This design comes from an exercise in tuning for small area and a short achievable clock period on the open sky130 flow, not from production work.
The RTL of this run was laid out without a check of its function.

`flow/config.mk`:
```
export PLATFORM = sky130hd
export DESIGN_NAME = groove_sample_scheduler
export DESIGN_NICKNAME = groove_sample_scheduler
export VERILOG_FILES = /design/flow/design.v
export SDC_FILE = /design/flow/constraint.sdc
export NUM_CORES = 4
export LEC_CHECK = 0
export ABC_AREA = 1
export CAP_MARGIN = 20
export CORE_MARGIN = 2
export CORE_UTILIZATION = 40
export PLACE_DENSITY = 0.8
export SETUP_SLACK_MARGIN = 4.8
export SLEW_MARGIN = 20
export TNS_END_PERCENT = 100
```
`flow/constraint.sdc`:
```
create_clock -name core_clock -period 9.0 [get_ports {clk}]
set_input_delay 1.8000 -clock core_clock [delete_from_list [all_inputs] [get_ports {clk}]]
set_output_delay 1.8000 -clock core_clock [all_outputs]
set_load 0.01 [all_outputs]
```
`flow/design.v`:
```
module groove_sample_scheduler #(
    parameter int DEPTH = 4
) (
    input  logic        clk,
    input  logic        reset,
    input  logic        sync_start,
    input  logic [31:0] sig_time,
    input  logic        dir,
    input  logic [31:0] afll_ltr,
    input  logic [31:0] afll_rtl,
    input  logic        pos_valid,
    output logic        pos_ready,
    input  logic [15:0] pos_in,
    output logic        fire,
    output logic [31:0] fire_time,
    output logic        missed,
    output logic        busy
);
    localparam int AW = $clog2(DEPTH);
    localparam logic [AW:0] FULL = (AW+1)'(DEPTH);
    logic               started, st_m1, st_m2, st_wait, st_fire;
    logic               first, can_push;
    logic [15:0]        mem [DEPTH];
    logic [AW-1:0]      wr_ptr, rd_ptr;
    logic [AW:0]        count, count_nx;
    logic [31:0]        base, dur, target;
    logic [5:0]         dg_nx;
    logic [2:0]         b_one, b_two, b_neg;
    logic               c5;
    logic               xg, yg;      
    logic [31:0]        cr;
    logic               push, pop, st_ready, hit, m1_nx, m2_nx, wait_nx, fire_nx;
    logic [15:0]        head;
    logic [3:0]         head_nx;
    logic [31:0]        x, y;
    logic [37:0]        r;
    logic signed [31:0] d;
    assign st_ready  = started && !(st_m1 || st_m2 || st_wait || st_fire);
    assign pos_ready = can_push && !sync_start;
    assign push      = pos_valid && pos_ready;
    assign pop       = st_ready && (count != 0) && !sync_start;
    assign fire      = st_fire;
    assign fire_time = target;
    assign head    = mem[rd_ptr];
    assign head_nx = (push && wr_ptr == rd_ptr) ? pos_in[3:0] : head[3:0];
    assign dg_nx   = st_m1 ? {~head[15], head[14:10]} : pop ? head[9:4] : {head_nx, 2'b00};
    assign x = xg ? target : 32'd0;
    assign y = yg ? base : 32'd0;
    assign cr = c5 ? dur : 32'd0;
    wire pp1 = (((b_one[0] & dur[0])) ^ b_neg[0]);
    wire pp2 = (((b_one[0] & dur[1]) | (b_two[0] & dur[0])) ^ b_neg[0]);
    wire pp3 = (((b_one[0] & dur[2]) | (b_two[0] & dur[1])) ^ b_neg[0]);
    wire pp4 = (((b_one[0] & dur[3]) | (b_two[0] & dur[2])) ^ b_neg[0]);
    wire pp5 = (((b_one[0] & dur[4]) | (b_two[0] & dur[3])) ^ b_neg[0]);
    wire pp6 = (((b_one[0] & dur[5]) | (b_two[0] & dur[4])) ^ b_neg[0]);
    wire pp7 = (((b_one[0] & dur[6]) | (b_two[0] & dur[5])) ^ b_neg[0]);
    wire pp8 = (((b_one[0] & dur[7]) | (b_two[0] & dur[6])) ^ b_neg[0]);
    wire pp9 = (((b_one[0] & dur[8]) | (b_two[0] & dur[7])) ^ b_neg[0]);
    wire pp10 = (((b_one[0] & dur[9]) | (b_two[0] & dur[8])) ^ b_neg[0]);
    wire pp11 = (((b_one[0] & dur[10]) | (b_two[0] & dur[9])) ^ b_neg[0]);
    wire pp12 = (((b_one[0] & dur[11]) | (b_two[0] & dur[10])) ^ b_neg[0]);
    wire pp13 = (((b_one[0] & dur[12]) | (b_two[0] & dur[11])) ^ b_neg[0]);
    wire pp14 = (((b_one[0] & dur[13]) | (b_two[0] & dur[12])) ^ b_neg[0]);
    wire pp15 = (((b_one[0] & dur[14]) | (b_two[0] & dur[13])) ^ b_neg[0]);
    wire pp16 = (((b_one[0] & dur[15]) | (b_two[0] & dur[14])) ^ b_neg[0]);
    wire pp17 = (((b_one[0] & dur[16]) | (b_two[0] & dur[15])) ^ b_neg[0]);
    wire pp18 = (((b_one[0] & dur[17]) | (b_two[0] & dur[16])) ^ b_neg[0]);
    wire pp19 = (((b_one[0] & dur[18]) | (b_two[0] & dur[17])) ^ b_neg[0]);
    wire pp20 = (((b_one[0] & dur[19]) | (b_two[0] & dur[18])) ^ b_neg[0]);
    wire pp21 = (((b_one[0] & dur[20]) | (b_two[0] & dur[19])) ^ b_neg[0]);
    wire pp22 = (((b_one[0] & dur[21]) | (b_two[0] & dur[20])) ^ b_neg[0]);
    wire pp23 = (((b_one[0] & dur[22]) | (b_two[0] & dur[21])) ^ b_neg[0]);
    wire pp24 = (((b_one[0] & dur[23]) | (b_two[0] & dur[22])) ^ b_neg[0]);
    wire pp25 = (((b_one[0] & dur[24]) | (b_two[0] & dur[23])) ^ b_neg[0]);
    wire pp26 = (((b_one[0] & dur[25]) | (b_two[0] & dur[24])) ^ b_neg[0]);
    wire pp27 = (((b_one[0] & dur[26]) | (b_two[0] & dur[25])) ^ b_neg[0]);
    wire pp28 = (((b_one[0] & dur[27]) | (b_two[0] & dur[26])) ^ b_neg[0]);
    wire pp29 = (((b_one[0] & dur[28]) | (b_two[0] & dur[27])) ^ b_neg[0]);
    wire pp30 = (((b_one[0] & dur[29]) | (b_two[0] & dur[28])) ^ b_neg[0]);
    wire pp31 = (((b_one[0] & dur[30]) | (b_two[0] & dur[29])) ^ b_neg[0]);
    wire pp32 = (((b_one[0] & dur[31]) | (b_two[0] & dur[30])) ^ b_neg[0]);
    wire pp33 = (((b_two[0] & dur[31])) ^ b_neg[0]);
    wire pp34 = (((b_one[1] & dur[0])) ^ b_neg[1]);
    wire pp35 = (((b_one[1] & dur[1]) | (b_two[1] & dur[0])) ^ b_neg[1]);
    wire pp36 = (((b_one[1] & dur[2]) | (b_two[1] & dur[1])) ^ b_neg[1]);
    wire pp37 = (((b_one[1] & dur[3]) | (b_two[1] & dur[2])) ^ b_neg[1]);
    wire pp38 = (((b_one[1] & dur[4]) | (b_two[1] & dur[3])) ^ b_neg[1]);
    wire pp39 = (((b_one[1] & dur[5]) | (b_two[1] & dur[4])) ^ b_neg[1]);
    wire pp40 = (((b_one[1] & dur[6]) | (b_two[1] & dur[5])) ^ b_neg[1]);
    wire pp41 = (((b_one[1] & dur[7]) | (b_two[1] & dur[6])) ^ b_neg[1]);
    wire pp42 = (((b_one[1] & dur[8]) | (b_two[1] & dur[7])) ^ b_neg[1]);
    wire pp43 = (((b_one[1] & dur[9]) | (b_two[1] & dur[8])) ^ b_neg[1]);
    wire pp44 = (((b_one[1] & dur[10]) | (b_two[1] & dur[9])) ^ b_neg[1]);
    wire pp45 = (((b_one[1] & dur[11]) | (b_two[1] & dur[10])) ^ b_neg[1]);
    wire pp46 = (((b_one[1] & dur[12]) | (b_two[1] & dur[11])) ^ b_neg[1]);
    wire pp47 = (((b_one[1] & dur[13]) | (b_two[1] & dur[12])) ^ b_neg[1]);
    wire pp48 = (((b_one[1] & dur[14]) | (b_two[1] & dur[13])) ^ b_neg[1]);
    wire pp49 = (((b_one[1] & dur[15]) | (b_two[1] & dur[14])) ^ b_neg[1]);
    wire pp50 = (((b_one[1] & dur[16]) | (b_two[1] & dur[15])) ^ b_neg[1]);
    wire pp51 = (((b_one[1] & dur[17]) | (b_two[1] & dur[16])) ^ b_neg[1]);
    wire pp52 = (((b_one[1] & dur[18]) | (b_two[1] & dur[17])) ^ b_neg[1]);
    wire pp53 = (((b_one[1] & dur[19]) | (b_two[1] & dur[18])) ^ b_neg[1]);
    wire pp54 = (((b_one[1] & dur[20]) | (b_two[1] & dur[19])) ^ b_neg[1]);
    wire pp55 = (((b_one[1] & dur[21]) | (b_two[1] & dur[20])) ^ b_neg[1]);
    wire pp56 = (((b_one[1] & dur[22]) | (b_two[1] & dur[21])) ^ b_neg[1]);
    wire pp57 = (((b_one[1] & dur[23]) | (b_two[1] & dur[22])) ^ b_neg[1]);
    wire pp58 = (((b_one[1] & dur[24]) | (b_two[1] & dur[23])) ^ b_neg[1]);
    wire pp59 = (((b_one[1] & dur[25]) | (b_two[1] & dur[24])) ^ b_neg[1]);
    wire pp60 = (((b_one[1] & dur[26]) | (b_two[1] & dur[25])) ^ b_neg[1]);
    wire pp61 = (((b_one[1] & dur[27]) | (b_two[1] & dur[26])) ^ b_neg[1]);
    wire pp62 = (((b_one[1] & dur[28]) | (b_two[1] & dur[27])) ^ b_neg[1]);
    wire pp63 = (((b_one[1] & dur[29]) | (b_two[1] & dur[28])) ^ b_neg[1]);
    wire pp64 = (((b_one[1] & dur[30]) | (b_two[1] & dur[29])) ^ b_neg[1]);
    wire pp65 = (((b_one[1] & dur[31]) | (b_two[1] & dur[30])) ^ b_neg[1]);
    wire pp66 = (((b_two[1] & dur[31])) ^ b_neg[1]);
    wire pp67 = (((b_one[2] & dur[0])) ^ b_neg[2]);
    wire pp68 = (((b_one[2] & dur[1]) | (b_two[2] & dur[0])) ^ b_neg[2]);
    wire pp69 = (((b_one[2] & dur[2]) | (b_two[2] & dur[1])) ^ b_neg[2]);
    wire pp70 = (((b_one[2] & dur[3]) | (b_two[2] & dur[2])) ^ b_neg[2]);
    wire pp71 = (((b_one[2] & dur[4]) | (b_two[2] & dur[3])) ^ b_neg[2]);
    wire pp72 = (((b_one[2] & dur[5]) | (b_two[2] & dur[4])) ^ b_neg[2]);
    wire pp73 = (((b_one[2] & dur[6]) | (b_two[2] & dur[5])) ^ b_neg[2]);
    wire pp74 = (((b_one[2] & dur[7]) | (b_two[2] & dur[6])) ^ b_neg[2]);
    wire pp75 = (((b_one[2] & dur[8]) | (b_two[2] & dur[7])) ^ b_neg[2]);
    wire pp76 = (((b_one[2] & dur[9]) | (b_two[2] & dur[8])) ^ b_neg[2]);
    wire pp77 = (((b_one[2] & dur[10]) | (b_two[2] & dur[9])) ^ b_neg[2]);
    wire pp78 = (((b_one[2] & dur[11]) | (b_two[2] & dur[10])) ^ b_neg[2]);
    wire pp79 = (((b_one[2] & dur[12]) | (b_two[2] & dur[11])) ^ b_neg[2]);
    wire pp80 = (((b_one[2] & dur[13]) | (b_two[2] & dur[12])) ^ b_neg[2]);
    wire pp81 = (((b_one[2] & dur[14]) | (b_two[2] & dur[13])) ^ b_neg[2]);
    wire pp82 = (((b_one[2] & dur[15]) | (b_two[2] & dur[14])) ^ b_neg[2]);
    wire pp83 = (((b_one[2] & dur[16]) | (b_two[2] & dur[15])) ^ b_neg[2]);
    wire pp84 = (((b_one[2] & dur[17]) | (b_two[2] & dur[16])) ^ b_neg[2]);
    wire pp85 = (((b_one[2] & dur[18]) | (b_two[2] & dur[17])) ^ b_neg[2]);
    wire pp86 = (((b_one[2] & dur[19]) | (b_two[2] & dur[18])) ^ b_neg[2]);
    wire pp87 = (((b_one[2] & dur[20]) | (b_two[2] & dur[19])) ^ b_neg[2]);
    wire pp88 = (((b_one[2] & dur[21]) | (b_two[2] & dur[20])) ^ b_neg[2]);
    wire pp89 = (((b_one[2] & dur[22]) | (b_two[2] & dur[21])) ^ b_neg[2]);
    wire pp90 = (((b_one[2] & dur[23]) | (b_two[2] & dur[22])) ^ b_neg[2]);
    wire pp91 = (((b_one[2] & dur[24]) | (b_two[2] & dur[23])) ^ b_neg[2]);
    wire pp92 = (((b_one[2] & dur[25]) | (b_two[2] & dur[24])) ^ b_neg[2]);
    wire pp93 = (((b_one[2] & dur[26]) | (b_two[2] & dur[25])) ^ b_neg[2]);
    wire pp94 = (((b_one[2] & dur[27]) | (b_two[2] & dur[26])) ^ b_neg[2]);
    wire pp95 = (((b_one[2] & dur[28]) | (b_two[2] & dur[27])) ^ b_neg[2]);
    wire pp96 = (((b_one[2] & dur[29]) | (b_two[2] & dur[28])) ^ b_neg[2]);
    wire pp97 = (((b_one[2] & dur[30]) | (b_two[2] & dur[29])) ^ b_neg[2]);
    wire pp98 = (((b_one[2] & dur[31]) | (b_two[2] & dur[30])) ^ b_neg[2]);
    wire pp99 = (((b_two[2] & dur[31])) ^ b_neg[2]);
    wire s100 = b_neg[0] ^ x[0] ^ pp1;
    wire c101 = (b_neg[0] & x[0]) | (b_neg[0] & pp1) | (x[0] & pp1);
    wire s102 = x[1] ^ pp2 ^ c101;
    wire c103 = (x[1] & pp2) | (x[1] & c101) | (pp2 & c101);
    wire s104 = b_neg[1] ^ x[2] ^ pp3;
    wire c105 = (b_neg[1] & x[2]) | (b_neg[1] & pp3) | (x[2] & pp3);
    wire s106 = pp34 ^ s104 ^ c103;
    wire c107 = (pp34 & s104) | (pp34 & c103) | (s104 & c103);
    wire s108 = x[3] ^ pp4 ^ pp35;
    wire c109 = (x[3] & pp4) | (x[3] & pp35) | (pp4 & pp35);
    wire s110 = c105 ^ s108 ^ c107;
    wire c111 = (c105 & s108) | (c105 & c107) | (s108 & c107);
    wire s112 = b_neg[2] ^ x[4] ^ pp5;
    wire c113 = (b_neg[2] & x[4]) | (b_neg[2] & pp5) | (x[4] & pp5);
    wire s114 = pp36 ^ pp67 ^ c109;
    wire c115 = (pp36 & pp67) | (pp36 & c109) | (pp67 & c109);
    wire s116 = s112 ^ s114 ^ c111;
    wire c117 = (s112 & s114) | (s112 & c111) | (s114 & c111);
    wire s118 = x[5] ^ pp6 ^ pp37;
    wire c119 = (x[5] & pp6) | (x[5] & pp37) | (pp6 & pp37);
    wire s120 = pp68 ^ c113 ^ s118;
    wire c121 = (pp68 & c113) | (pp68 & s118) | (c113 & s118);
    wire s122 = c115 ^ s120 ^ c117;
    wire c123 = (c115 & s120) | (c115 & c117) | (s120 & c117);
    wire s124 = x[6] ^ y[0] ^ cr[0];
    wire c125 = (x[6] & y[0]) | (x[6] & cr[0]) | (y[0] & cr[0]);
    wire s126 = pp7 ^ pp38 ^ pp69;
    wire c127 = (pp7 & pp38) | (pp7 & pp69) | (pp38 & pp69);
    wire s128 = s124 ^ c119 ^ s126;
    wire c129 = (s124 & c119) | (s124 & s126) | (c119 & s126);
    wire s130 = c121 ^ s128 ^ c123;
    wire c131 = (c121 & s128) | (c121 & c123) | (s128 & c123);
    wire s132 = x[7] ^ y[1] ^ cr[1];
    wire c133 = (x[7] & y[1]) | (x[7] & cr[1]) | (y[1] & cr[1]);
    wire s134 = pp8 ^ pp39 ^ pp70;
    wire c135 = (pp8 & pp39) | (pp8 & pp70) | (pp39 & pp70);
    wire s136 = c125 ^ s132 ^ c127;
    wire c137 = (c125 & s132) | (c125 & c127) | (s132 & c127);
    wire s138 = s134 ^ s136 ^ c129;
    wire c139 = (s134 & s136) | (s134 & c129) | (s136 & c129);
    wire s140 = x[8] ^ y[2] ^ cr[2];
    wire c141 = (x[8] & y[2]) | (x[8] & cr[2]) | (y[2] & cr[2]);
    wire s142 = pp9 ^ pp40 ^ pp71;
    wire c143 = (pp9 & pp40) | (pp9 & pp71) | (pp40 & pp71);
    wire s144 = c133 ^ s140 ^ c135;
    wire c145 = (c133 & s140) | (c133 & c135) | (s140 & c135);
    wire s146 = s142 ^ c137 ^ s144;
    wire c147 = (s142 & c137) | (s142 & s144) | (c137 & s144);
    wire s148 = x[9] ^ y[3] ^ cr[3];
    wire c149 = (x[9] & y[3]) | (x[9] & cr[3]) | (y[3] & cr[3]);
    wire s150 = pp10 ^ pp41 ^ pp72;
    wire c151 = (pp10 & pp41) | (pp10 & pp72) | (pp41 & pp72);
    wire s152 = c141 ^ s148 ^ c143;
    wire c153 = (c141 & s148) | (c141 & c143) | (s148 & c143);
    wire s154 = s150 ^ c145 ^ s152;
    wire c155 = (s150 & c145) | (s150 & s152) | (c145 & s152);
    wire s156 = x[10] ^ y[4] ^ cr[4];
    wire c157 = (x[10] & y[4]) | (x[10] & cr[4]) | (y[4] & cr[4]);
    wire s158 = pp11 ^ pp42 ^ pp73;
    wire c159 = (pp11 & pp42) | (pp11 & pp73) | (pp42 & pp73);
    wire s160 = c149 ^ s156 ^ c151;
    wire c161 = (c149 & s156) | (c149 & c151) | (s156 & c151);
    wire s162 = s158 ^ c153 ^ s160;
    wire c163 = (s158 & c153) | (s158 & s160) | (c153 & s160);
    wire s164 = x[11] ^ y[5] ^ cr[5];
    wire c165 = (x[11] & y[5]) | (x[11] & cr[5]) | (y[5] & cr[5]);
    wire s166 = pp12 ^ pp43 ^ pp74;
    wire c167 = (pp12 & pp43) | (pp12 & pp74) | (pp43 & pp74);
    wire s168 = c157 ^ s164 ^ c159;
    wire c169 = (c157 & s164) | (c157 & c159) | (s164 & c159);
    wire s170 = s166 ^ c161 ^ s168;
    wire c171 = (s166 & c161) | (s166 & s168) | (c161 & s168);
    wire s172 = x[12] ^ y[6] ^ cr[6];
    wire c173 = (x[12] & y[6]) | (x[12] & cr[6]) | (y[6] & cr[6]);
    wire s174 = pp13 ^ pp44 ^ pp75;
    wire c175 = (pp13 & pp44) | (pp13 & pp75) | (pp44 & pp75);
    wire s176 = c165 ^ s172 ^ c167;
    wire c177 = (c165 & s172) | (c165 & c167) | (s172 & c167);
    wire s178 = s174 ^ c169 ^ s176;
    wire c179 = (s174 & c169) | (s174 & s176) | (c169 & s176);
    wire s180 = x[13] ^ y[7] ^ cr[7];
    wire c181 = (x[13] & y[7]) | (x[13] & cr[7]) | (y[7] & cr[7]);
    wire s182 = pp14 ^ pp45 ^ pp76;
    wire c183 = (pp14 & pp45) | (pp14 & pp76) | (pp45 & pp76);
    wire s184 = c173 ^ s180 ^ c175;
    wire c185 = (c173 & s180) | (c173 & c175) | (s180 & c175);
    wire s186 = s182 ^ c177 ^ s184;
    wire c187 = (s182 & c177) | (s182 & s184) | (c177 & s184);
    wire s188 = x[14] ^ y[8] ^ cr[8];
    wire c189 = (x[14] & y[8]) | (x[14] & cr[8]) | (y[8] & cr[8]);
    wire s190 = pp15 ^ pp46 ^ pp77;
    wire c191 = (pp15 & pp46) | (pp15 & pp77) | (pp46 & pp77);
    wire s192 = c181 ^ s188 ^ c183;
    wire c193 = (c181 & s188) | (c181 & c183) | (s188 & c183);
    wire s194 = s190 ^ c185 ^ s192;
    wire c195 = (s190 & c185) | (s190 & s192) | (c185 & s192);
    wire s196 = x[15] ^ y[9] ^ cr[9];
    wire c197 = (x[15] & y[9]) | (x[15] & cr[9]) | (y[9] & cr[9]);
    wire s198 = pp16 ^ pp47 ^ pp78;
    wire c199 = (pp16 & pp47) | (pp16 & pp78) | (pp47 & pp78);
    wire s200 = c189 ^ s196 ^ c191;
    wire c201 = (c189 & s196) | (c189 & c191) | (s196 & c191);
    wire s202 = s198 ^ c193 ^ s200;
    wire c203 = (s198 & c193) | (s198 & s200) | (c193 & s200);
    wire s204 = x[16] ^ y[10] ^ cr[10];
    wire c205 = (x[16] & y[10]) | (x[16] & cr[10]) | (y[10] & cr[10]);
    wire s206 = pp17 ^ pp48 ^ pp79;
    wire c207 = (pp17 & pp48) | (pp17 & pp79) | (pp48 & pp79);
    wire s208 = c197 ^ s204 ^ c199;
    wire c209 = (c197 & s204) | (c197 & c199) | (s204 & c199);
    wire s210 = s206 ^ c201 ^ s208;
    wire c211 = (s206 & c201) | (s206 & s208) | (c201 & s208);
    wire s212 = x[17] ^ y[11] ^ cr[11];
    wire c213 = (x[17] & y[11]) | (x[17] & cr[11]) | (y[11] & cr[11]);
    wire s214 = pp18 ^ pp49 ^ pp80;
    wire c215 = (pp18 & pp49) | (pp18 & pp80) | (pp49 & pp80);
    wire s216 = c205 ^ s212 ^ c207;
    wire c217 = (c205 & s212) | (c205 & c207) | (s212 & c207);
    wire s218 = s214 ^ c209 ^ s216;
    wire c219 = (s214 & c209) | (s214 & s216) | (c209 & s216);
    wire s220 = x[18] ^ y[12] ^ cr[12];
    wire c221 = (x[18] & y[12]) | (x[18] & cr[12]) | (y[12] & cr[12]);
    wire s222 = pp19 ^ pp50 ^ pp81;
    wire c223 = (pp19 & pp50) | (pp19 & pp81) | (pp50 & pp81);
    wire s224 = c213 ^ s220 ^ c215;
    wire c225 = (c213 & s220) | (c213 & c215) | (s220 & c215);
    wire s226 = s222 ^ c217 ^ s224;
    wire c227 = (s222 & c217) | (s222 & s224) | (c217 & s224);
    wire s228 = x[19] ^ y[13] ^ cr[13];
    wire c229 = (x[19] & y[13]) | (x[19] & cr[13]) | (y[13] & cr[13]);
    wire s230 = pp20 ^ pp51 ^ pp82;
    wire c231 = (pp20 & pp51) | (pp20 & pp82) | (pp51 & pp82);
    wire s232 = c221 ^ s228 ^ c223;
    wire c233 = (c221 & s228) | (c221 & c223) | (s228 & c223);
    wire s234 = s230 ^ c225 ^ s232;
    wire c235 = (s230 & c225) | (s230 & s232) | (c225 & s232);
    wire s236 = x[20] ^ y[14] ^ cr[14];
    wire c237 = (x[20] & y[14]) | (x[20] & cr[14]) | (y[14] & cr[14]);
    wire s238 = pp21 ^ pp52 ^ pp83;
    wire c239 = (pp21 & pp52) | (pp21 & pp83) | (pp52 & pp83);
    wire s240 = c229 ^ s236 ^ c231;
    wire c241 = (c229 & s236) | (c229 & c231) | (s236 & c231);
    wire s242 = s238 ^ c233 ^ s240;
    wire c243 = (s238 & c233) | (s238 & s240) | (c233 & s240);
    wire s244 = x[21] ^ y[15] ^ cr[15];
    wire c245 = (x[21] & y[15]) | (x[21] & cr[15]) | (y[15] & cr[15]);
    wire s246 = pp22 ^ pp53 ^ pp84;
    wire c247 = (pp22 & pp53) | (pp22 & pp84) | (pp53 & pp84);
    wire s248 = c237 ^ s244 ^ c239;
    wire c249 = (c237 & s244) | (c237 & c239) | (s244 & c239);
    wire s250 = s246 ^ c241 ^ s248;
    wire c251 = (s246 & c241) | (s246 & s248) | (c241 & s248);
    wire s252 = x[22] ^ y[16] ^ cr[16];
    wire c253 = (x[22] & y[16]) | (x[22] & cr[16]) | (y[16] & cr[16]);
    wire s254 = pp23 ^ pp54 ^ pp85;
    wire c255 = (pp23 & pp54) | (pp23 & pp85) | (pp54 & pp85);
    wire s256 = c245 ^ s252 ^ c247;
    wire c257 = (c245 & s252) | (c245 & c247) | (s252 & c247);
    wire s258 = s254 ^ c249 ^ s256;
    wire c259 = (s254 & c249) | (s254 & s256) | (c249 & s256);
    wire s260 = x[23] ^ y[17] ^ cr[17];
    wire c261 = (x[23] & y[17]) | (x[23] & cr[17]) | (y[17] & cr[17]);
    wire s262 = pp24 ^ pp55 ^ pp86;
    wire c263 = (pp24 & pp55) | (pp24 & pp86) | (pp55 & pp86);
    wire s264 = c253 ^ s260 ^ c255;
    wire c265 = (c253 & s260) | (c253 & c255) | (s260 & c255);
    wire s266 = s262 ^ c257 ^ s264;
    wire c267 = (s262 & c257) | (s262 & s264) | (c257 & s264);
    wire s268 = x[24] ^ y[18] ^ cr[18];
    wire c269 = (x[24] & y[18]) | (x[24] & cr[18]) | (y[18] & cr[18]);
    wire s270 = pp25 ^ pp56 ^ pp87;
    wire c271 = (pp25 & pp56) | (pp25 & pp87) | (pp56 & pp87);
    wire s272 = c261 ^ s268 ^ c263;
    wire c273 = (c261 & s268) | (c261 & c263) | (s268 & c263);
    wire s274 = s270 ^ c265 ^ s272;
    wire c275 = (s270 & c265) | (s270 & s272) | (c265 & s272);
    wire s276 = x[25] ^ y[19] ^ cr[19];
    wire c277 = (x[25] & y[19]) | (x[25] & cr[19]) | (y[19] & cr[19]);
    wire s278 = pp26 ^ pp57 ^ pp88;
    wire c279 = (pp26 & pp57) | (pp26 & pp88) | (pp57 & pp88);
    wire s280 = c269 ^ s276 ^ c271;
    wire c281 = (c269 & s276) | (c269 & c271) | (s276 & c271);
    wire s282 = s278 ^ c273 ^ s280;
    wire c283 = (s278 & c273) | (s278 & s280) | (c273 & s280);
    wire s284 = x[26] ^ y[20] ^ cr[20];
    wire c285 = (x[26] & y[20]) | (x[26] & cr[20]) | (y[20] & cr[20]);
    wire s286 = pp27 ^ pp58 ^ pp89;
    wire c287 = (pp27 & pp58) | (pp27 & pp89) | (pp58 & pp89);
    wire s288 = c277 ^ s284 ^ c279;
    wire c289 = (c277 & s284) | (c277 & c279) | (s284 & c279);
    wire s290 = s286 ^ c281 ^ s288;
    wire c291 = (s286 & c281) | (s286 & s288) | (c281 & s288);
    wire s292 = x[27] ^ y[21] ^ cr[21];
    wire c293 = (x[27] & y[21]) | (x[27] & cr[21]) | (y[21] & cr[21]);
    wire s294 = pp28 ^ pp59 ^ pp90;
    wire c295 = (pp28 & pp59) | (pp28 & pp90) | (pp59 & pp90);
    wire s296 = c285 ^ s292 ^ c287;
    wire c297 = (c285 & s292) | (c285 & c287) | (s292 & c287);
    wire s298 = s294 ^ c289 ^ s296;
    wire c299 = (s294 & c289) | (s294 & s296) | (c289 & s296);
    wire s300 = x[28] ^ y[22] ^ cr[22];
    wire c301 = (x[28] & y[22]) | (x[28] & cr[22]) | (y[22] & cr[22]);
    wire s302 = pp29 ^ pp60 ^ pp91;
    wire c303 = (pp29 & pp60) | (pp29 & pp91) | (pp60 & pp91);
    wire s304 = c293 ^ s300 ^ c295;
    wire c305 = (c293 & s300) | (c293 & c295) | (s300 & c295);
    wire s306 = s302 ^ c297 ^ s304;
    wire c307 = (s302 & c297) | (s302 & s304) | (c297 & s304);
    wire s308 = x[29] ^ y[23] ^ cr[23];
    wire c309 = (x[29] & y[23]) | (x[29] & cr[23]) | (y[23] & cr[23]);
    wire s310 = pp30 ^ pp61 ^ pp92;
    wire c311 = (pp30 & pp61) | (pp30 & pp92) | (pp61 & pp92);
    wire s312 = c301 ^ s308 ^ c303;
    wire c313 = (c301 & s308) | (c301 & c303) | (s308 & c303);
    wire s314 = s310 ^ c305 ^ s312;
    wire c315 = (s310 & c305) | (s310 & s312) | (c305 & s312);
    wire s316 = x[30] ^ y[24] ^ cr[24];
    wire c317 = (x[30] & y[24]) | (x[30] & cr[24]) | (y[24] & cr[24]);
    wire s318 = pp31 ^ pp62 ^ pp93;
    wire c319 = (pp31 & pp62) | (pp31 & pp93) | (pp62 & pp93);
    wire s320 = c309 ^ s316 ^ c311;
    wire c321 = (c309 & s316) | (c309 & c311) | (s316 & c311);
    wire s322 = s318 ^ c313 ^ s320;
    wire c323 = (s318 & c313) | (s318 & s320) | (c313 & s320);
    wire s324 = x[31] ^ y[25] ^ cr[25];
    wire c325 = (x[31] & y[25]) | (x[31] & cr[25]) | (y[25] & cr[25]);
    wire s326 = pp32 ^ pp63 ^ pp94;
    wire c327 = (pp32 & pp63) | (pp32 & pp94) | (pp63 & pp94);
    wire s328 = c317 ^ s324 ^ c319;
    wire c329 = (c317 & s324) | (c317 & c319) | (s324 & c319);
    wire s330 = s326 ^ c321 ^ s328;
    wire c331 = (s326 & c321) | (s326 & s328) | (c321 & s328);
    wire s332 = y[26] ^ cr[26] ^ pp33;
    wire c333 = (y[26] & cr[26]) | (y[26] & pp33) | (cr[26] & pp33);
    wire s334 = pp64 ^ pp95 ^ c325;
    wire c335 = (pp64 & pp95) | (pp64 & c325) | (pp95 & c325);
    wire s336 = c327 ^ s332 ^ s334;
    wire c337 = (c327 & s332) | (c327 & s334) | (s332 & s334);
    wire s338 = c329 ^ s336 ^ c331;
    wire c339 = (c329 & s336) | (c329 & c331) | (s336 & c331);
    wire s340 = 1'b1 ^ ~b_neg[0] ^ y[27];
    wire c341 = (1'b1 & ~b_neg[0]) | (1'b1 & y[27]) | (~b_neg[0] & y[27]);
    wire s342 = cr[27] ^ pp65 ^ pp96;
    wire c343 = (cr[27] & pp65) | (cr[27] & pp96) | (pp65 & pp96);
    wire s344 = s340 ^ c333 ^ c335;
    wire c345 = (s340 & c333) | (s340 & c335) | (c333 & c335);
    wire s346 = s342 ^ s344 ^ c337;
    wire c347 = (s342 & s344) | (s342 & c337) | (s344 & c337);
    wire s348 = 1'b1 ^ y[28] ^ cr[28];
    wire c349 = (1'b1 & y[28]) | (1'b1 & cr[28]) | (y[28] & cr[28]);
    wire s350 = pp66 ^ pp97 ^ c341;
    wire c351 = (pp66 & pp97) | (pp66 & c341) | (pp97 & c341);
    wire s352 = s348 ^ c343 ^ s350;
    wire c353 = (s348 & c343) | (s348 & s350) | (c343 & s350);
    wire s354 = c345 ^ s352 ^ c347;
    wire c355 = (c345 & s352) | (c345 & c347) | (s352 & c347);
    wire s356 = ~b_neg[1] ^ y[29] ^ cr[29];
    wire c357 = (~b_neg[1] & y[29]) | (~b_neg[1] & cr[29]) | (y[29] & cr[29]);
    wire s358 = pp98 ^ c349 ^ s356;
    wire c359 = (pp98 & c349) | (pp98 & s356) | (c349 & s356);
    wire s360 = c351 ^ s358 ^ c353;
    wire c361 = (c351 & s358) | (c351 & c353) | (s358 & c353);
    wire s362 = 1'b1 ^ y[30] ^ cr[30];
    wire c363 = (1'b1 & y[30]) | (1'b1 & cr[30]) | (y[30] & cr[30]);
    wire s364 = pp99 ^ c357 ^ s362;
    wire c365 = (pp99 & c357) | (pp99 & s362) | (c357 & s362);
    wire s366 = c359 ^ s364 ^ c361;
    wire c367 = (c359 & s364) | (c359 & c361) | (s364 & c361);
    wire s368 = ~b_neg[2] ^ y[31] ^ cr[31];
    wire s369 = c363 ^ s368 ^ c365;
    wire g370 = s100 & 1'b0;
    wire g371 = s102 & 1'b0;
    wire g372 = s106 & 1'b0;
    wire g373 = s110 & 1'b0;
    wire g374 = s116 & 1'b0;
    wire g375 = s122 & 1'b0;
    wire g376 = s130 & 1'b0;
    wire g377 = c131 & s138;
    wire g378 = c139 & s146;
    wire g379 = c147 & s154;
    wire g380 = c155 & s162;
    wire g381 = c163 & s170;
    wire g382 = c171 & s178;
    wire g383 = c179 & s186;
    wire g384 = c187 & s194;
    wire g385 = c195 & s202;
    wire g386 = c203 & s210;
    wire g387 = c211 & s218;
    wire g388 = c219 & s226;
    wire g389 = c227 & s234;
    wire g390 = c235 & s242;
    wire g391 = c243 & s250;
    wire g392 = c251 & s258;
    wire g393 = c259 & s266;
    wire g394 = c267 & s274;
    wire g395 = c275 & s282;
    wire g396 = c283 & s290;
    wire g397 = c291 & s298;
    wire g398 = c299 & s306;
    wire g399 = c307 & s314;
    wire g400 = c315 & s322;
    wire g401 = c323 & s330;
    wire g402 = s338 & 1'b0;
    wire g403 = c339 & s346;
    wire g404 = s354 & 1'b0;
    wire g405 = c355 & s360;
    wire g406 = s366 & 1'b0;
    wire g407 = c367 & s369;
    wire p408 = s100 ^ 1'b0;
    wire p409 = s102 ^ 1'b0;
    wire p410 = s106 ^ 1'b0;
    wire p411 = s110 ^ 1'b0;
    wire p412 = s116 ^ 1'b0;
    wire p413 = s122 ^ 1'b0;
    wire p414 = s130 ^ 1'b0;
    wire p415 = c131 ^ s138;
    wire p416 = c139 ^ s146;
    wire p417 = c147 ^ s154;
    wire p418 = c155 ^ s162;
    wire p419 = c163 ^ s170;
    wire p420 = c171 ^ s178;
    wire p421 = c179 ^ s186;
    wire p422 = c187 ^ s194;
    wire p423 = c195 ^ s202;
    wire p424 = c203 ^ s210;
    wire p425 = c211 ^ s218;
    wire p426 = c219 ^ s226;
    wire p427 = c227 ^ s234;
    wire p428 = c235 ^ s242;
    wire p429 = c243 ^ s250;
    wire p430 = c251 ^ s258;
    wire p431 = c259 ^ s266;
    wire p432 = c267 ^ s274;
    wire p433 = c275 ^ s282;
    wire p434 = c283 ^ s290;
    wire p435 = c291 ^ s298;
    wire p436 = c299 ^ s306;
    wire p437 = c307 ^ s314;
    wire p438 = c315 ^ s322;
    wire p439 = c323 ^ s330;
    wire p440 = s338 ^ 1'b0;
    wire p441 = c339 ^ s346;
    wire p442 = s354 ^ 1'b0;
    wire p443 = c355 ^ s360;
    wire p444 = s366 ^ 1'b0;
    wire p445 = c367 ^ s369;
    wire g446 = g371 | (p409 & g370);
    wire g447 = g372 | (p410 & g371);
    wire p448 = p410 & p409;
    wire g449 = g373 | (p411 & g372);
    wire p450 = p411 & p410;
    wire g451 = g374 | (p412 & g373);
    wire p452 = p412 & p411;
    wire g453 = g375 | (p413 & g374);
    wire p454 = p413 & p412;
    wire g455 = g376 | (p414 & g375);
    wire p456 = p414 & p413;
    wire g457 = g377 | (p415 & g376);
    wire p458 = p415 & p414;
    wire g459 = g378 | (p416 & g377);
    wire p460 = p416 & p415;
    wire g461 = g379 | (p417 & g378);
    wire p462 = p417 & p416;
    wire g463 = g380 | (p418 & g379);
    wire p464 = p418 & p417;
    wire g465 = g381 | (p419 & g380);
    wire p466 = p419 & p418;
    wire g467 = g382 | (p420 & g381);
    wire p468 = p420 & p419;
    wire g469 = g383 | (p421 & g382);
    wire p470 = p421 & p420;
    wire g471 = g384 | (p422 & g383);
    wire p472 = p422 & p421;
    wire g473 = g385 | (p423 & g384);
    wire p474 = p423 & p422;
    wire g475 = g386 | (p424 & g385);
    wire p476 = p424 & p423;
    wire g477 = g387 | (p425 & g386);
    wire p478 = p425 & p424;
    wire g479 = g388 | (p426 & g387);
    wire p480 = p426 & p425;
    wire g481 = g389 | (p427 & g388);
    wire p482 = p427 & p426;
    wire g483 = g390 | (p428 & g389);
    wire p484 = p428 & p427;
    wire g485 = g391 | (p429 & g390);
    wire p486 = p429 & p428;
    wire g487 = g392 | (p430 & g391);
    wire p488 = p430 & p429;
    wire g489 = g393 | (p431 & g392);
    wire p490 = p431 & p430;
    wire g491 = g394 | (p432 & g393);
    wire p492 = p432 & p431;
    wire g493 = g395 | (p433 & g394);
    wire p494 = p433 & p432;
    wire g495 = g396 | (p434 & g395);
    wire p496 = p434 & p433;
    wire g497 = g397 | (p435 & g396);
    wire p498 = p435 & p434;
    wire g499 = g398 | (p436 & g397);
    wire p500 = p436 & p435;
    wire g501 = g399 | (p437 & g398);
    wire p502 = p437 & p436;
    wire g503 = g400 | (p438 & g399);
    wire p504 = p438 & p437;
    wire g505 = g401 | (p439 & g400);
    wire p506 = p439 & p438;
    wire g507 = g402 | (p440 & g401);
    wire p508 = p440 & p439;
    wire g509 = g403 | (p441 & g402);
    wire p510 = p441 & p440;
    wire g511 = g404 | (p442 & g403);
    wire p512 = p442 & p441;
    wire g513 = g405 | (p443 & g404);
    wire p514 = p443 & p442;
    wire g515 = g406 | (p444 & g405);
    wire p516 = p444 & p443;
    wire g517 = g407 | (p445 & g406);
    wire p518 = p445 & p444;
    wire g519 = g447 | (p448 & g370);
    wire g520 = g449 | (p450 & g446);
    wire g521 = g451 | (p452 & g447);
    wire p522 = p452 & p448;
    wire g523 = g453 | (p454 & g449);
    wire p524 = p454 & p450;
    wire g525 = g455 | (p456 & g451);
    wire p526 = p456 & p452;
    wire g527 = g457 | (p458 & g453);
    wire p528 = p458 & p454;
    wire g529 = g459 | (p460 & g455);
    wire p530 = p460 & p456;
    wire g531 = g461 | (p462 & g457);
    wire p532 = p462 & p458;
    wire g533 = g463 | (p464 & g459);
    wire p534 = p464 & p460;
    wire g535 = g465 | (p466 & g461);
    wire p536 = p466 & p462;
    wire g537 = g467 | (p468 & g463);
    wire p538 = p468 & p464;
    wire g539 = g469 | (p470 & g465);
    wire p540 = p470 & p466;
    wire g541 = g471 | (p472 & g467);
    wire p542 = p472 & p468;
    wire g543 = g473 | (p474 & g469);
    wire p544 = p474 & p470;
    wire g545 = g475 | (p476 & g471);
    wire p546 = p476 & p472;
    wire g547 = g477 | (p478 & g473);
    wire p548 = p478 & p474;
    wire g549 = g479 | (p480 & g475);
    wire p550 = p480 & p476;
    wire g551 = g481 | (p482 & g477);
    wire p552 = p482 & p478;
    wire g553 = g483 | (p484 & g479);
    wire p554 = p484 & p480;
    wire g555 = g485 | (p486 & g481);
    wire p556 = p486 & p482;
    wire g557 = g487 | (p488 & g483);
    wire p558 = p488 & p484;
    wire g559 = g489 | (p490 & g485);
    wire p560 = p490 & p486;
    wire g561 = g491 | (p492 & g487);
    wire p562 = p492 & p488;
    wire g563 = g493 | (p494 & g489);
    wire p564 = p494 & p490;
    wire g565 = g495 | (p496 & g491);
    wire p566 = p496 & p492;
    wire g567 = g497 | (p498 & g493);
    wire p568 = p498 & p494;
    wire g569 = g499 | (p500 & g495);
    wire p570 = p500 & p496;
    wire g571 = g501 | (p502 & g497);
    wire p572 = p502 & p498;
    wire g573 = g503 | (p504 & g499);
    wire p574 = p504 & p500;
    wire g575 = g505 | (p506 & g501);
    wire p576 = p506 & p502;
    wire g577 = g507 | (p508 & g503);
    wire p578 = p508 & p504;
    wire g579 = g509 | (p510 & g505);
    wire p580 = p510 & p506;
    wire g581 = g511 | (p512 & g507);
    wire p582 = p512 & p508;
    wire g583 = g513 | (p514 & g509);
    wire p584 = p514 & p510;
    wire g585 = g515 | (p516 & g511);
    wire p586 = p516 & p512;
    wire g587 = g517 | (p518 & g513);
    wire p588 = p518 & p514;
    wire g589 = g521 | (p522 & g370);
    wire g590 = g523 | (p524 & g446);
    wire g591 = g525 | (p526 & g519);
    wire g592 = g527 | (p528 & g520);
    wire g593 = g529 | (p530 & g521);
    wire p594 = p530 & p522;
    wire g595 = g531 | (p532 & g523);
    wire p596 = p532 & p524;
    wire g597 = g533 | (p534 & g525);
    wire p598 = p534 & p526;
    wire g599 = g535 | (p536 & g527);
    wire p600 = p536 & p528;
    wire g601 = g537 | (p538 & g529);
    wire p602 = p538 & p530;
    wire g603 = g539 | (p540 & g531);
    wire p604 = p540 & p532;
    wire g605 = g541 | (p542 & g533);
    wire p606 = p542 & p534;
    wire g607 = g543 | (p544 & g535);
    wire p608 = p544 & p536;
    wire g609 = g545 | (p546 & g537);
    wire p610 = p546 & p538;
    wire g611 = g547 | (p548 & g539);
    wire p612 = p548 & p540;
    wire g613 = g549 | (p550 & g541);
    wire p614 = p550 & p542;
    wire g615 = g551 | (p552 & g543);
    wire p616 = p552 & p544;
    wire g617 = g553 | (p554 & g545);
    wire p618 = p554 & p546;
    wire g619 = g555 | (p556 & g547);
    wire p620 = p556 & p548;
    wire g621 = g557 | (p558 & g549);
    wire p622 = p558 & p550;
    wire g623 = g559 | (p560 & g551);
    wire p624 = p560 & p552;
    wire g625 = g561 | (p562 & g553);
    wire p626 = p562 & p554;
    wire g627 = g563 | (p564 & g555);
    wire p628 = p564 & p556;
    wire g629 = g565 | (p566 & g557);
    wire p630 = p566 & p558;
    wire g631 = g567 | (p568 & g559);
    wire p632 = p568 & p560;
    wire g633 = g569 | (p570 & g561);
    wire p634 = p570 & p562;
    wire g635 = g571 | (p572 & g563);
    wire p636 = p572 & p564;
    wire g637 = g573 | (p574 & g565);
    wire p638 = p574 & p566;
    wire g639 = g575 | (p576 & g567);
    wire p640 = p576 & p568;
    wire g641 = g577 | (p578 & g569);
    wire p642 = p578 & p570;
    wire g643 = g579 | (p580 & g571);
    wire p644 = p580 & p572;
    wire g645 = g581 | (p582 & g573);
    wire p646 = p582 & p574;
    wire g647 = g583 | (p584 & g575);
    wire p648 = p584 & p576;
    wire g649 = g585 | (p586 & g577);
    wire p650 = p586 & p578;
    wire g651 = g587 | (p588 & g579);
    wire p652 = p588 & p580;
    wire g653 = g593 | (p594 & g370);
    wire g654 = g595 | (p596 & g446);
    wire g655 = g597 | (p598 & g519);
    wire g656 = g599 | (p600 & g520);
    wire g657 = g601 | (p602 & g589);
    wire g658 = g603 | (p604 & g590);
    wire g659 = g605 | (p606 & g591);
    wire g660 = g607 | (p608 & g592);
    wire g661 = g609 | (p610 & g593);
    wire p662 = p610 & p594;
    wire g663 = g611 | (p612 & g595);
    wire p664 = p612 & p596;
    wire g665 = g613 | (p614 & g597);
    wire p666 = p614 & p598;
    wire g667 = g615 | (p616 & g599);
    wire p668 = p616 & p600;
    wire g669 = g617 | (p618 & g601);
    wire p670 = p618 & p602;
    wire g671 = g619 | (p620 & g603);
    wire p672 = p620 & p604;
    wire g673 = g621 | (p622 & g605);
    wire p674 = p622 & p606;
    wire g675 = g623 | (p624 & g607);
    wire p676 = p624 & p608;
    wire g677 = g625 | (p626 & g609);
    wire p678 = p626 & p610;
    wire g679 = g627 | (p628 & g611);
    wire p680 = p628 & p612;
    wire g681 = g629 | (p630 & g613);
    wire p682 = p630 & p614;
    wire g683 = g631 | (p632 & g615);
    wire p684 = p632 & p616;
    wire g685 = g633 | (p634 & g617);
    wire p686 = p634 & p618;
    wire g687 = g635 | (p636 & g619);
    wire p688 = p636 & p620;
    wire g689 = g637 | (p638 & g621);
    wire p690 = p638 & p622;
    wire g691 = g639 | (p640 & g623);
    wire p692 = p640 & p624;
    wire g693 = g641 | (p642 & g625);
    wire p694 = p642 & p626;
    wire g695 = g643 | (p644 & g627);
    wire p696 = p644 & p628;
    wire g697 = g645 | (p646 & g629);
    wire p698 = p646 & p630;
    wire g699 = g647 | (p648 & g631);
    wire p700 = p648 & p632;
    wire g701 = g649 | (p650 & g633);
    wire p702 = p650 & p634;
    wire g703 = g651 | (p652 & g635);
    wire p704 = p652 & p636;
    wire g705 = g661 | (p662 & g370);
    wire g706 = g663 | (p664 & g446);
    wire g707 = g665 | (p666 & g519);
    wire g708 = g667 | (p668 & g520);
    wire g709 = g669 | (p670 & g589);
    wire g710 = g671 | (p672 & g590);
    wire g711 = g673 | (p674 & g591);
    wire g712 = g675 | (p676 & g592);
    wire g713 = g677 | (p678 & g653);
    wire g714 = g679 | (p680 & g654);
    wire g715 = g681 | (p682 & g655);
    wire g716 = g683 | (p684 & g656);
    wire g717 = g685 | (p686 & g657);
    wire g718 = g687 | (p688 & g658);
    wire g719 = g689 | (p690 & g659);
    wire g720 = g691 | (p692 & g660);
    wire g721 = g693 | (p694 & g661);
    wire p722 = p694 & p662;
    wire g723 = g695 | (p696 & g663);
    wire p724 = p696 & p664;
    wire g725 = g697 | (p698 & g665);
    wire p726 = p698 & p666;
    wire g727 = g699 | (p700 & g667);
    wire p728 = p700 & p668;
    wire g729 = g701 | (p702 & g669);
    wire p730 = p702 & p670;
    wire g731 = g703 | (p704 & g671);
    wire p732 = p704 & p672;
    wire g733 = g721 | (p722 & g370);
    wire g734 = g723 | (p724 & g446);
    wire g735 = g725 | (p726 & g519);
    wire g736 = g727 | (p728 & g520);
    wire g737 = g729 | (p730 & g589);
    wire g738 = g731 | (p732 & g590);
    assign r[0] = p408;
    assign r[1] = p409 ^ g370;
    assign r[2] = p410 ^ g446;
    assign r[3] = p411 ^ g519;
    assign r[4] = p412 ^ g520;
    assign r[5] = p413 ^ g589;
    assign r[6] = p414 ^ g590;
    assign r[7] = p415 ^ g591;
    assign r[8] = p416 ^ g592;
    assign r[9] = p417 ^ g653;
    assign r[10] = p418 ^ g654;
    assign r[11] = p419 ^ g655;
    assign r[12] = p420 ^ g656;
    assign r[13] = p421 ^ g657;
    assign r[14] = p422 ^ g658;
    assign r[15] = p423 ^ g659;
    assign r[16] = p424 ^ g660;
    assign r[17] = p425 ^ g705;
    assign r[18] = p426 ^ g706;
    assign r[19] = p427 ^ g707;
    assign r[20] = p428 ^ g708;
    assign r[21] = p429 ^ g709;
    assign r[22] = p430 ^ g710;
    assign r[23] = p431 ^ g711;
    assign r[24] = p432 ^ g712;
    assign r[25] = p433 ^ g713;
    assign r[26] = p434 ^ g714;
    assign r[27] = p435 ^ g715;
    assign r[28] = p436 ^ g716;
    assign r[29] = p437 ^ g717;
    assign r[30] = p438 ^ g718;
    assign r[31] = p439 ^ g719;
    assign r[32] = p440 ^ g720;
    assign r[33] = p441 ^ g733;
    assign r[34] = p442 ^ g734;
    assign r[35] = p443 ^ g735;
    assign r[36] = p444 ^ g736;
    assign r[37] = p445 ^ g737;
    assign d   = sig_time - target;
    assign hit = !d[31];
    assign count_nx = sync_start ? '0 : count + (AW+1)'(push) - (AW+1)'(pop);
    assign m1_nx    = pop;
    assign m2_nx    = st_m1 && !sync_start;
    assign wait_nx  = (st_m2 || (st_wait && !hit)) && !sync_start;
    assign fire_nx  = st_wait && hit && !sync_start;
    always_ff @(posedge clk)
        if (push) mem[wr_ptr] <= pos_in;
    always_ff @(posedge clk) begin
        if (sync_start) begin
            base <= sig_time;
            dur  <= dir ? afll_rtl : afll_ltr;
        end
        if (!(st_wait || st_fire)) target <= r[37:6];
        for (int j = 0; j < 3; j++) begin
            b_neg[j] <= dg_nx[2*j+1];
            b_one[j] <= dg_nx[2*j] ^ (j == 0 ? 1'b0 : dg_nx[2*j-1]);
            b_two[j] <= dg_nx[2*j+1] ? !(dg_nx[2*j] || (j == 0 ? 1'b0 : dg_nx[2*j-1]))
                                     : (dg_nx[2*j] && (j == 0 ? 1'b0 : dg_nx[2*j-1]));
        end
        c5 <= dg_nx[5];
        first <= st_m2;
    end
    always_ff @(posedge clk or posedge reset) begin
        if (reset) begin
            started  <= 1'b0;
            can_push <= 1'b0;
            st_m1    <= 1'b0;
            st_m2    <= 1'b0;
            st_wait  <= 1'b0;
            st_fire  <= 1'b0;
            xg       <= 1'b0;
            yg       <= 1'b0;
            missed   <= 1'b0;
            busy     <= 1'b0;
            wr_ptr   <= '0;
            rd_ptr   <= '0;
            count    <= '0;
        end else begin
            started  <= started || sync_start;
            can_push <= sync_start || (started && !(!pop && (count == FULL
                                                             || (count == FULL - 1 && push))));
            count    <= count_nx;
            st_m1    <= m1_nx;
            st_m2    <= m2_nx;
            st_wait  <= wait_nx;
            st_fire  <= fire_nx;
            xg       <= m1_nx || m2_nx;
            yg       <= m2_nx;
            busy     <= !sync_start && (push || count != 0 || st_m1 || st_m2 || st_wait);
            missed   <= st_wait && hit && !sync_start && first && (sig_time != target);
            if (sync_start) begin
                wr_ptr <= '0;
                rd_ptr <= '0;
            end else begin
                if (push) wr_ptr <= wr_ptr + 1'b1;
                if (st_m1) rd_ptr <= rd_ptr + 1'b1;
            end
        end
    end
endmodule
```
`flow/flow/run.sh`:
```
#!/bin/bash
# The standard layout (the standard.sh: ORFS synthesis, floorplan, power grid,
# placement, CTS and routing) with two changes:
#  - synthesis skips the generic ABC pass that Yosys's synth runs before the adder
#    extraction (SYNTH_ARGS=-noabc), so the full adders are extracted from the RTL's own
#    adder tree without inverters between them; the liberty-mapped ABC pass still runs,
#    and the registers are the same as the standard synthesis's;
#  - the port buffers are inserted as buf_1 cells rather than the larger cell the
#    resizer picks by default; timing repair still resizes them as needed.
set -euo pipefail
export SYNTH_ARGS="-noabc"
export BUFFER_PORTS_ARGS="-buffer_cell sky130_fd_sc_hd__buf_1"
bash standard.sh > standard.log 2>&1
```
`flow/standard.sh`:
```
#!/bin/bash
# synth_recipe.tcl (not shown) runs the flow's synth.tcl, then flattens the netlist and writes it again
# the make line also repeats each setting of config.mk as NAME=value (left out here)
make -C /OpenROAD-flow-scripts/flow DESIGN_CONFIG=/design/flow/config.mk WORK_HOME=/design/flow/orfs CLKGATE_MAP_FILE= SYNTH_SCRIPT=/design/flow/synth_recipe.tcl "${@:-finish}"
```
==> impl_metrics.ini <==
[critical_path]
crit_top_cell = nand2_2
cp.arrival_ns = 4.42
worstPathCellList = buf_6, nand2_1, inv_1, fa_1, fa_1, nand2_1, o21ai_2, a21oi_2, nor2_2, fa_2, ha_4, fa_2, nand2_2, nand2_2, nand3b_1, nand2_2, nand2_2, nand2_4, nand2_2, nand2_2, nand2_2, nand2_1, nand2_1, nand2_1
timing.critical_path.from = xg
slowest_stage = fa_1
r2r-start = xg
slowest_delay_ns = 0.48
cp.depth = 24
crit_path_start_kind = register
endpoint = target[29]
critPathCaptureType = register
critPathKind = reg2reg
crit_fanout = 32
reg2reg_depth = 24
r2r_setup_slack_ns = 4.81
cp.required_ns = 9.24
critPathBufInv = 2
timing.rr.end = target[29]
crit_family = adder cells

[sta]
setup_viol = 0
min_period_over_period_pct = 46.5
finalSetupTns_ns = 0
fmaxAchievable_ghz = 0.239
slew_viol_final = 0
period_needed_ns = 4.19
skew_ns = 0.0113
finalHoldViolCount = 0
rsz0062_at_grt = true
relSlewSlack_pct = 44.8
worstMarginPinSlew_ns = 0.829

[drt]
dr.pass1.iters = 5
via_count = 12100
drtIter0Drc = 1063
remaining_drc_errors = 0
antenna_left = 0
wl_um = 45300
via_per_inst = 5.40
post_drt_wl_per_cell_um = 20.3

[floorplan]
start_util_pct = 40.8
die_area_um2 = 39100
row_count = 70
die_h_um = 198
core_area_um2 = 36800
die_w_um = 198
num_io_pins = 153

[global_route]
grt_pass1_vias = 12000
grt_pass1_wl_um = 67100
grt_max_degree = 66
grt_usage_pct = 22.9
grt_antenna_before_repair = 1
gr-total-overflow = 0

[clocking]
cts_buffers = 17
cts_tree = done
cts_root_buf = clkbuf_16
clockBufferDepth = 2
cts.clk_slew.worst_paths_ns = 0.09
insertion_delay_ns = 0.48
htree_num_levels = 4
cts.sinks = 186

[synth]
ys.flop_type = edfxtp_1
async_flop_share_pct = 8.60
ys_ff_latch = 186
yosys_warnings = 1
syn_avg_cell_area_um2 = 9.46
syn_area_um2 = 15000
syn-num-nets = 1902
synth-edff-count = 160
ys_types = 56
ys_seq_area_share_pct = 36.0
postSynthCellCount = 1586

[finish]
layout.nets = 2070
multiInputGateArea_um2 = 8880
num_antenna_cells = 0
seqCellArea_um2 = 5420
fillers = 3378
syn_to_final_growth_pct = 18.6
final_layout_size_suffix_gt1_share_pct = 14.8

[hold_path]
hold_class = reg2reg

[placement]
finalWeightedCongestion = 0.947
io_buffers = 152
dp_hpwl_um = 33000

[run_status]
status = complete, no violations

[job]
cap_violations = 0
metal layers:
| metal | wire length (µm) | share of wire [%] | vias to the layer above | GRT usage, % |
|---|---|---|---|---|
| met5 | 13 | 0.029 | - | 0 |
| met4 | 1720 | 3.8 | 2 | 9.13 |
| met3 | 3400 | 7.5 | 125 | 4.03 |
| met1 | 17000 | 38 | 5881 | 27.6 |
| met2 | 23100 | 51 | 539 | 40.5 |
| li1 | - | - | 5522 | - |
how the worst min path moves through the flow:
stage                     start     end  slack (ns)  cells past startpoint
after floorplan           st_m2   first        0.37                      0
after global placement    first  missed        0.42                      2
after detailed placement  first  missed        0.43                      2
after CTS                 first  missed        0.44                      2
after global routing      st_m2   first        0.45                      0
final                     first  missed        0.43                      2
worst min-delay path, stage by stage (launching register included):
cell and delay, ns:
dfxtp_1 0.31, nand2_1 0.06, nor2_1 0.04
Yosys cell counts, types with 2 or more instances:
cell	count	share of area (%)
o22ai_1	101	4.2
dfrtp_1	16	2.7
and3_1	2	0.083
o21bai_1	5	0.25
mux2_1	3	0.23
o21ai_0	48	1.6
or2_0	2	0.083
buf_1	4	0.10
nand3b_1	5	0.25
xor2_1	118	6.9
nand4_1	10	0.42
nand2_2	7	0.29
o21ai_1	5	0.17
nand3_1	47	1.6
a21o_1	3	0.15
a21boi_0	4	0.20
buf_6	2	0.15
nor4_1	2	0.083
dfxtp_1	10	1.3
inv_2	8	0.20
xnor2_1	7	0.41
edfxtp_1	160	32
nand2_1	303	7.6
fa_1	127	17
inv_1	256	6.4
o221ai_1	4	0.23
nand2_4	2	0.15
mux2_2	29	2.2
nor3_1	8	0.27
nor2_1	100	2.5
a21oi_1	45	1.5
ha_1	72	6.0
buf_2	19	0.63
clkbuf_1	30	0.75
timing repair:
item                       4_1_cts  5_1_grt
setup endpoints to repair       27       26
pin swaps                        9       22
cloned                           5        2
buffers inserted                19       11
hold buffers                     0        0
resized for setup               62      112
per-stage QoR:
| stage | hold slack, ns | std cells | instance area [µm²] | worst slack, ns | utilization, % |
|---|---|---|---|---|---|
| 4_1_cts | 0.442 | 2222 | 17200 | 4.74 | 46.7 |
| 6_report | 0.435 | 2235 | 17800 | 4.81 | 48.4 |
| 2_1_floorplan | 0.368 | 1586 | 15000 | 4.81 | - |
| 3_3_place_gp | 0.417 | 2166 | 16000 | 4.36 | 43.6 |
| 5_1_grt | 0.448 | 2235 | 17800 | 4.65 | 48.4 |
| 3_5_place_dp | 0.430 | 2166 | 16000 | 4.29 | 43.6 |
layout by cell type (no fill, tap or decap), types with 7 or more instances in the layout:
cell type / n
fa_1: 116
ha_2: 8
xnor2_1: 7
fa_2: 11
o22ai_1: 97
xor2_1: 117
nand4_1: 10
nor2_1: 86
buf_1: 149
buf_4: 33
inv_1: 246
nand3_2: 8
o21ai_0: 42
nand2_2: 16
mux2_2: 29
edfxtp_1: 160
ha_1: 50
a21oi_1: 30
dfrtp_1: 15
nand3_1: 38
o21ai_1: 8
nor2_2: 12
nand2_1: 293
a21oi_2: 13
buf_12: 10
clkbuf_16: 20
inv_2: 14
ha_4: 14
flip-flops by register name, indices dropped and copies added (netlist names), 2 cells and up:
register and flops:
mem 64, base 32, dur 32, target 32, b_neg 3, b_one 3, b_two 3, count 3
rd_ptr 2, wr_ptr 2
final cells by class:
class                           count  area share [%]
Timing Repair inverter              2          0.0844
Sequential cell                   186            30.5
Clock inverter                     15            1.30
Clock buffer                       17            2.39
Tap cell                          468            3.29
Multi-Input combinational cell   1079            49.9
Inverter                          265            5.67
Timing Repair Buffer              203            6.90
cell families (layout without fill, tap and decap cells):
family | count (synthesis) | count (layout) | share of synthesized area, %
fa+ha+maj | 199 | 199 | 22.9
compound gates | 224 | 224 | 8.88
xor+xnor | 126 | 126 | 7.40
simple gates | 498 | 498 | 14.0
flops | 186 | 186 | 36.0
buf+inv | 321 | 502 | 8.32
mux | 32 | 32 | 2.40

[port drivers added, routing unchanged]
In the flow no input, the clock included, has a driving cell. The finished layout below was timed again as built, in two steps. Step 1 (the two cells are an assumption about what drives the block):
set clk [get_ports {clk}]
set_driving_cell -lib_cell sky130_fd_sc_hd__clkbuf_16 $clk
set_driving_cell -lib_cell sky130_fd_sc_hd__buf_2 [delete_from_list [all_inputs] $clk]
Step 2 adds t to the input delays and takes it off the output delays; t is the mean of the earliest and latest rising clock arrival at the registers after step 1. Input paths then give back, and output paths get back, about the clock's delay inside the block. Slacks: no drivers / after step 1 / after step 2; pairs: no drivers / after step 1.
t, ns: 0.523
setup WS [ns]: 4.815 / 4.794 / 4.794
worst register clock-pin slew, ns: 0.09 / 0.09
worst data-port slew with drivers (ns): 0.07
After both steps setup and hold are still met in this run. For this run, drivers alone change the setup slack by -0.021 ns; drivers and shift together by -0.021 ns.
